From an optimization exercise on the open Yosys and OpenROAD flow, aimed at small area and a short achievable clock period; shortcuts taken in it are not production practice.
Function was checked by simulation only, so behaviour that the tests miss may differ from the original.
Power and IR drop assume default switching activity.

Setup of main:
// arrmul
module arrmul (
  input  logic         clk,
  input  logic         reset,
  input  logic [0:127] reg_A,
  input  logic [0:127] reg_B,
  input  logic [0:1]   ctrl_ww,
  input  logic [0:4]   alu_op,
  output logic [0:127] result
);
==> flow/config.mk <==
export PLATFORM = sky130hd
export DESIGN_NAME = arrmul
export DESIGN_NICKNAME = arrmul
export VERILOG_FILES = /design/flow/design.v
export SDC_FILE = /design/flow/constraint.sdc
export NUM_CORES = 4
export LEC_CHECK = 0
export CAP_MARGIN = 20
export CORE_MARGIN = 2
export CORE_UTILIZATION = 40
export SLEW_MARGIN = 20
export SYNTH_HIERARCHICAL = 1
==> flow/constraint.sdc <==
create_clock -name core_clock -period 15.0 [get_ports {clk}]
set_input_delay 3.0000 -clock core_clock [delete_from_list [all_inputs] [get_ports {clk}]]
set_output_delay 3.0000 -clock core_clock [all_outputs]
set_load 0.01 [all_outputs]
standard.sh (not shown) runs the stock make flow with config.mk's settings and CLKGATE_MAP_FILE= SYNTH_SCRIPT=/design/flow/synth_recipe.tcl, a recipe that flattens the netlist after the stock synthesis.
==> flow/flow/run.sh <==
#!/bin/bash
# Standard ORFS layout with extra make settings from flow/make_args.txt (one VAR=value per
# line): the port buffers' cell and timing-repair margins. make's full output goes to make.log.
set -euo pipefail
args=()
while IFS= read -r line; do
  [[ -z "$line" || "$line" == \#* ]] && continue
  args+=("$line")
done < flow/make_args.txt
bash standard.sh "${args[@]}" finish > make.log 2>&1
==> flow/flow/make_args.txt <==
BUFFER_PORTS_ARGS=-buffer_cell sky130_fd_sc_hd__buf_1
SETUP_SLACK_MARGIN=5
The inputs of the feature branch differ from those of main as listed below.
--- a/flow/design.v
+++ b/flow/design.v
@@ -26,35 +26,45 @@
   output logic co
 );
   assign s = a ^ b;
   assign co = a & b;
 endmodule
 module mul16_lane (
   input  logic [31:0] xa,
   input  logic [31:0] xb,
-  input  logic        sel_e,     
-  input  logic        sel_o,     
-  input  logic        sel_e16,   
-  input  logic        sel_e8,    
-  input  logic        sel_o16,   
-  input  logic        sel_o8,    
-  input  logic        sv,        
-  input  logic        s8,        
-  input  logic        s16,       
+  input  logic [0:1]  ctrl_ww,
+  input  logic [0:4]  alu_op,
   output logic [31:0] p
 );
+  logic mul, w8, w16, odd, sgn, valid, sv, s8, s16;
+  logic sel_e, sel_o, sel_e16, sel_e8, sel_o16, sel_o8;
+  assign mul = alu_op[0:2] == 3'b100;   
+  assign w8 = ctrl_ww == 2'd0;
+  assign w16 = ctrl_ww == 2'd1;
+  assign sgn = alu_op[3];
+  assign odd = alu_op[4];
+  assign sel_e = ~odd;
+  assign sel_o = odd;
+  assign sel_e16 = ~odd & ctrl_ww[1];
+  assign sel_e8 = ~odd & ~ctrl_ww[1];
+  assign sel_o16 = odd & ctrl_ww[1];
+  assign sel_o8 = odd & ~ctrl_ww[1];
+  assign valid = mul & (w8 | w16);
+  assign sv = mul & sgn & (w8 | w16);
+  assign s8 = mul & sgn & w8;
+  assign s16 = mul & sgn & w16;
   logic [15:0] a, b, ag, bg;
   logic [31:0] x, y, sum;
   assign a[15:8] = ({8{sel_e}} & xa[31:24]) | ({8{sel_o16}} & xa[15:8]) | ({8{sel_o8}} & xa[23:16]);
   assign a[7:0] = ({8{sel_o}} & xa[7:0]) | ({8{sel_e16}} & xa[23:16]) | ({8{sel_e8}} & xa[15:8]);
-  assign b[15:8] = ({8{sel_e}} & xb[31:24]) | ({8{sel_o16}} & xb[15:8]) | ({8{sel_o8}} & xb[23:16]);
-  assign b[7:0] = ({8{sel_o}} & xb[7:0]) | ({8{sel_e16}} & xb[23:16]) | ({8{sel_e8}} & xb[15:8]);
+  assign b[15:8] = {8{valid}} & (({8{sel_e}} & xb[31:24]) | ({8{sel_o16}} & xb[15:8]) | ({8{sel_o8}} & xb[23:16]));
+  assign b[7:0] = {8{valid}} & (({8{sel_o}} & xb[7:0]) | ({8{sel_e16}} & xb[23:16]) | ({8{sel_e8}} & xb[15:8]));
   assign ag = {8'h00, ({8{sel_o16}} & xa[7:0]) | ({8{sel_e16}} & xa[23:16])};
-  assign bg = {8'h00, ({8{sel_o16}} & xb[7:0]) | ({8{sel_e16}} & xb[23:16])};
+  assign bg = {8'h00, {8{valid}} & (({8{sel_o16}} & xb[7:0]) | ({8{sel_e16}} & xb[23:16]))};
   logic pp1, pp2, pp3, pp4, pp5, pp6, pp7, pp8, pp9, pp10, pp11, pp12, pp13, pp14, pp15, pp16;
   logic pp17, pp18, pp19, pp20, pp21, pp22, pp23, pp24, pp25, pp26, pp27, pp28, pp29, pp30, pp31, pp32;
   logic pp33, pp34, pp35, pp36, pp37, pp38, pp39, pp40, pp41, pp42, pp43, pp44, pp45, pp46, pp47, pp48;
   logic pp49, pp50, pp51, pp52, pp53, pp54, pp55, pp56, pp57, pp58, pp59, pp60, pp61, pp62, pp63, pp64;
   logic pp65, pp66, pp67, pp68, pp69, pp70, pp71, pp72, pp73, pp74, pp75, pp76, pp77, pp78, pp79, pp80;
   logic pp81, pp82, pp83, pp84, pp85, pp86, pp87, pp88, pp89, pp90, pp91, pp92, pp93, pp94, pp95, pp96;
   logic pp97, pp98, pp99, pp100, pp101, pp102, pp103, pp104, pp105, pp106, pp107, pp108, pp109, pp110, pp111, pp112;
   logic pp113, pp114, pp115, pp116, pp117, pp118, pp119, pp120, pp121, pp122, pp123, pp124, pp125, pp126, pp127, pp128;
@@ -820,39 +830,21 @@
   input  logic         clk,
   input  logic         reset,
   input  logic [0:127] reg_A,
   input  logic [0:127] reg_B,
   input  logic [0:1]   ctrl_ww,
   input  logic [0:4]   alu_op,
   output logic [0:127] result
 );
-  logic        mul, w8, w16, sgn, odd;
-  logic        sel_e, sel_o, sel_e16, sel_e8, sel_o16, sel_o8, sv, s8, s16;
   logic [31:0] prod [4];
   logic [0:127] nxt;
-  assign mul = alu_op[0:2] == 3'b100;   
-  assign w8 = ctrl_ww == arrmul_pkg::w8;
-  assign w16 = ctrl_ww == arrmul_pkg::w16;
-  assign sgn = alu_op[3];
-  assign odd = alu_op[4];
-  assign sel_e = mul & ~odd & (w8 | w16);
-  assign sel_o = mul & odd & (w8 | w16);
-  assign sel_e16 = mul & ~odd & w16;
-  assign sel_e8 = mul & ~odd & w8;
-  assign sel_o16 = mul & odd & w16;
-  assign sel_o8 = mul & odd & w8;
-  assign sv = mul & sgn & (w8 | w16);
-  assign s8 = mul & sgn & w8;
-  assign s16 = mul & sgn & w16;
   for (genvar k = 0; k < 4; k++) begin : g_lane
     mul16_lane u_mul (
-      .xa(reg_A[32*k +: 32]), .xb(reg_B[32*k +: 32]),
-      .sel_e(sel_e), .sel_o(sel_o), .sel_e16(sel_e16), .sel_e8(sel_e8), .sel_o16(sel_o16), .sel_o8(sel_o8),
-      .sv(sv), .s8(s8), .s16(s16), .p(prod[k])
+      .xa(reg_A[32*k +: 32]), .xb(reg_B[32*k +: 32]), .ctrl_ww(ctrl_ww), .alu_op(alu_op), .p(prod[k])
     );
   end
   assign nxt = {prod[0], prod[1], prod[2], prod[3]};
   always_ff @(posedge clk or negedge reset) begin
     if (!reset) result <= '0;
     else result <= nxt;
   end
 endmodule
==> notes.md <==
main reports its end point of the critical path as result[101] while the feature branch reports result[36].
[compare] base=main new=the feature branch: flip-flop and latch count essentially unchanged, power picked up an extra 0.00044 W, total area of multi-input combinational cells went up by 3.7%, layout overhead on the synthesized area decreased 2.0 points, total wirelength of the detailed-routed design went down by 3.6%.
Summary of the comparison: layout clock buffer count is higher in the feature branch, relative to main.
Floorplan check, the feature branch vs main: die outline larger in the feature branch


Setup of old:
arrmul, a different RTL version from the one above (not shown whole).
Size: ~33000 um^2 of cells after synthesis.
==> flow/config.mk <==
export PLATFORM = sky130hd
export DESIGN_NAME = arrmul
export DESIGN_NICKNAME = arrmul
export VERILOG_FILES = /design/flow/design.v
export SDC_FILE = /design/flow/constraint.sdc
export NUM_CORES = 4
export LEC_CHECK = 0
export CAP_MARGIN = 20
export CORE_MARGIN = 2
export CORE_UTILIZATION = 40
export SLEW_MARGIN = 20
export SYNTH_HIERARCHICAL = 1
==> flow/constraint.sdc <==
create_clock -name core_clock -period 15.0 [get_ports {clk}]
set_input_delay 3.0000 -clock core_clock [delete_from_list [all_inputs] [get_ports {clk}]]
set_output_delay 3.0000 -clock core_clock [all_outputs]
set_load 0.01 [all_outputs]
Scripts as last shown in full above: flow/flow/run.sh, flow/flow/make_args.txt
> inputs changed (old -> new)
diff --git a/flow/design.v b/flow/design.v
--- a/flow/design.v
+++ b/flow/design.v
@@ -33,29 +33,28 @@
   input  logic [31:0] xb,
   input  logic        sel_e,     
   input  logic        sel_o,     
   input  logic        sel_e16,   
   input  logic        sel_e8,    
   input  logic        sel_o16,   
   input  logic        sel_o8,    
+  input  logic        valid,     
   input  logic        sv,        
-  input  logic        w16,       
+  input  logic        s8,        
+  input  logic        s16,       
   output logic [31:0] p
 );
-  logic s8, s16;
   logic [15:0] a, b, ag, bg;
   logic [31:0] x, y, sum;
-  assign s8 = sv & ~w16;
-  assign s16 = sv & w16;
   assign a[15:8] = ({8{sel_e}} & xa[31:24]) | ({8{sel_o16}} & xa[15:8]) | ({8{sel_o8}} & xa[23:16]);
   assign a[7:0] = ({8{sel_o}} & xa[7:0]) | ({8{sel_e16}} & xa[23:16]) | ({8{sel_e8}} & xa[15:8]);
-  assign b[15:8] = ({8{sel_e}} & xb[31:24]) | ({8{sel_o16}} & xb[15:8]) | ({8{sel_o8}} & xb[23:16]);
-  assign b[7:0] = ({8{sel_o}} & xb[7:0]) | ({8{sel_e16}} & xb[23:16]) | ({8{sel_e8}} & xb[15:8]);
+  assign b[15:8] = {8{valid}} & (({8{sel_e}} & xb[31:24]) | ({8{sel_o16}} & xb[15:8]) | ({8{sel_o8}} & xb[23:16]));
+  assign b[7:0] = {8{valid}} & (({8{sel_o}} & xb[7:0]) | ({8{sel_e16}} & xb[23:16]) | ({8{sel_e8}} & xb[15:8]));
   assign ag = {8'h00, ({8{sel_o16}} & xa[7:0]) | ({8{sel_e16}} & xa[23:16])};
-  assign bg = {8'h00, ({8{sel_o16}} & xb[7:0]) | ({8{sel_e16}} & xb[23:16])};
+  assign bg = {8'h00, {8{valid}} & (({8{sel_o16}} & xb[7:0]) | ({8{sel_e16}} & xb[23:16]))};
   logic pp1, pp2, pp3, pp4, pp5, pp6, pp7, pp8, pp9, pp10, pp11, pp12, pp13, pp14, pp15, pp16;
   logic pp17, pp18, pp19, pp20, pp21, pp22, pp23, pp24, pp25, pp26, pp27, pp28, pp29, pp30, pp31, pp32;
   logic pp33, pp34, pp35, pp36, pp37, pp38, pp39, pp40, pp41, pp42, pp43, pp44, pp45, pp46, pp47, pp48;
   logic pp49, pp50, pp51, pp52, pp53, pp54, pp55, pp56, pp57, pp58, pp59, pp60, pp61, pp62, pp63, pp64;
   logic pp65, pp66, pp67, pp68, pp69, pp70, pp71, pp72, pp73, pp74, pp75, pp76, pp77, pp78, pp79, pp80;
   logic pp81, pp82, pp83, pp84, pp85, pp86, pp87, pp88, pp89, pp90, pp91, pp92, pp93, pp94, pp95, pp96;
   logic pp97, pp98, pp99, pp100, pp101, pp102, pp103, pp104, pp105, pp106, pp107, pp108, pp109, pp110, pp111, pp112;
@@ -823,33 +822,38 @@
   input  logic         reset,
   input  logic [0:127] reg_A,
   input  logic [0:127] reg_B,
   input  logic [0:1]   ctrl_ww,
   input  logic [0:4]   alu_op,
   output logic [0:127] result
 );
-  logic        odd, sv, is16, valid;
-  logic        sel_e, sel_o, sel_e16, sel_e8, sel_o16, sel_o8;
+  logic        mul, w8, w16, sgn, odd, valid;
+  logic        sel_e, sel_o, sel_e16, sel_e8, sel_o16, sel_o8, sv, s8, s16;
   logic [31:0] prod [4];
   logic [0:127] nxt;
-  assign valid = arrmul_pkg::is_wmul(alu_op) && (ctrl_ww == arrmul_pkg::w8 || ctrl_ww == arrmul_pkg::w16);
-  assign odd = alu_op == arrmul_pkg::aluwmulou || alu_op == arrmul_pkg::aluwmulos;
-  assign sv = valid && (alu_op == arrmul_pkg::aluwmules || alu_op == arrmul_pkg::aluwmulos);
-  assign is16 = ctrl_ww == arrmul_pkg::w16;
-  assign sel_e = valid & ~odd;
-  assign sel_o = valid & odd;
-  assign sel_e16 = sel_e & is16;
-  assign sel_e8 = sel_e & ~is16;
-  assign sel_o16 = sel_o & is16;
-  assign sel_o8 = sel_o & ~is16;
+  assign mul = alu_op[0:2] == 3'b100;   
+  assign w8 = ctrl_ww == arrmul_pkg::w8;
+  assign w16 = ctrl_ww == arrmul_pkg::w16;
+  assign sgn = alu_op[3];
+  assign odd = alu_op[4];
+  assign sel_e = ~odd;
+  assign sel_o = odd;
+  assign sel_e16 = ~odd & ctrl_ww[1];
+  assign sel_e8 = ~odd & ~ctrl_ww[1];
+  assign sel_o16 = odd & ctrl_ww[1];
+  assign sel_o8 = odd & ~ctrl_ww[1];
+  assign valid = mul & (w8 | w16);
+  assign sv = mul & sgn & (w8 | w16);
+  assign s8 = mul & sgn & w8;
+  assign s16 = mul & sgn & w16;
   for (genvar k = 0; k < 4; k++) begin : g_lane
     mul16_lane u_mul (
       .xa(reg_A[32*k +: 32]), .xb(reg_B[32*k +: 32]),
       .sel_e(sel_e), .sel_o(sel_o), .sel_e16(sel_e16), .sel_e8(sel_e8), .sel_o16(sel_o16), .sel_o8(sel_o8),
-      .sv(sv), .w16(is16), .p(prod[k])
+      .valid(valid), .sv(sv), .s8(s8), .s16(s16), .p(prod[k])
     );
   end
   assign nxt = {prod[0], prod[1], prod[2], prod[3]};
   always_ff @(posedge clk or negedge reset) begin
     if (!reset) result <= '0;
     else result <= nxt;
   end
Results
A cell at the slowest stage of the critical path of sky130_fd_sc_hd__a221oi_1 is what new shows, while sky130_fd_sc_hd__or3_2 belongs to old. On proportion of cell area occupied by multi-input gates: between new and old, it ends up higher for new. Taking old as the reference, in new met2 wire length dropped 0.76%; initial core utilization dropped 0.17 points; placed cell count climbed 77; combinational-cell power consumption climbed 160%. Diff old..new | number of flops mapped to enable cells by yosys | negligible. new and old ended up with nearly the same hold slack.

-- re-timing with driven ports --
In the flow no input, the clock included, has a driving cell. The finished layouts below were timed again as built, in two steps.
Step 1 assumes that a clkbuf_16 drives the clock port and a buf_2 every other input.
Step 2, shift: input delay + t, output delay - t, t = (earliest + latest rising clock arrival at the registers) / 2. This alone moves slack from input paths to output paths.
Three values: ideal, step 1, step 2; two values: the first two.
run	t (ns)	setup slack, ns	hold slack, ns	clock arrival spread, ns	cell pins on the clock port's net
main	0.572	5.266 / 5.314 / 4.742	2.457 / 2.412 / 2.984	0.029 / 0.028	1
the feature branch	0.565	5.255 / 5.294 / 4.729	2.504 / 2.467 / 3.032	0.020 / 0.020	1
old	0.559	5.195 / 5.245 / 4.686	2.491 / 2.451 / 3.010	0.020 / 0.020	1
new	0.569	5.271 / 5.220 / 4.652	2.491 / 2.446 / 3.014	0.029 / 0.029	1
After both steps every run listed still meets setup and hold. The setup slack of new, which loses most, moves by -0.051 ns with the drivers and by -0.619 ns with both steps.
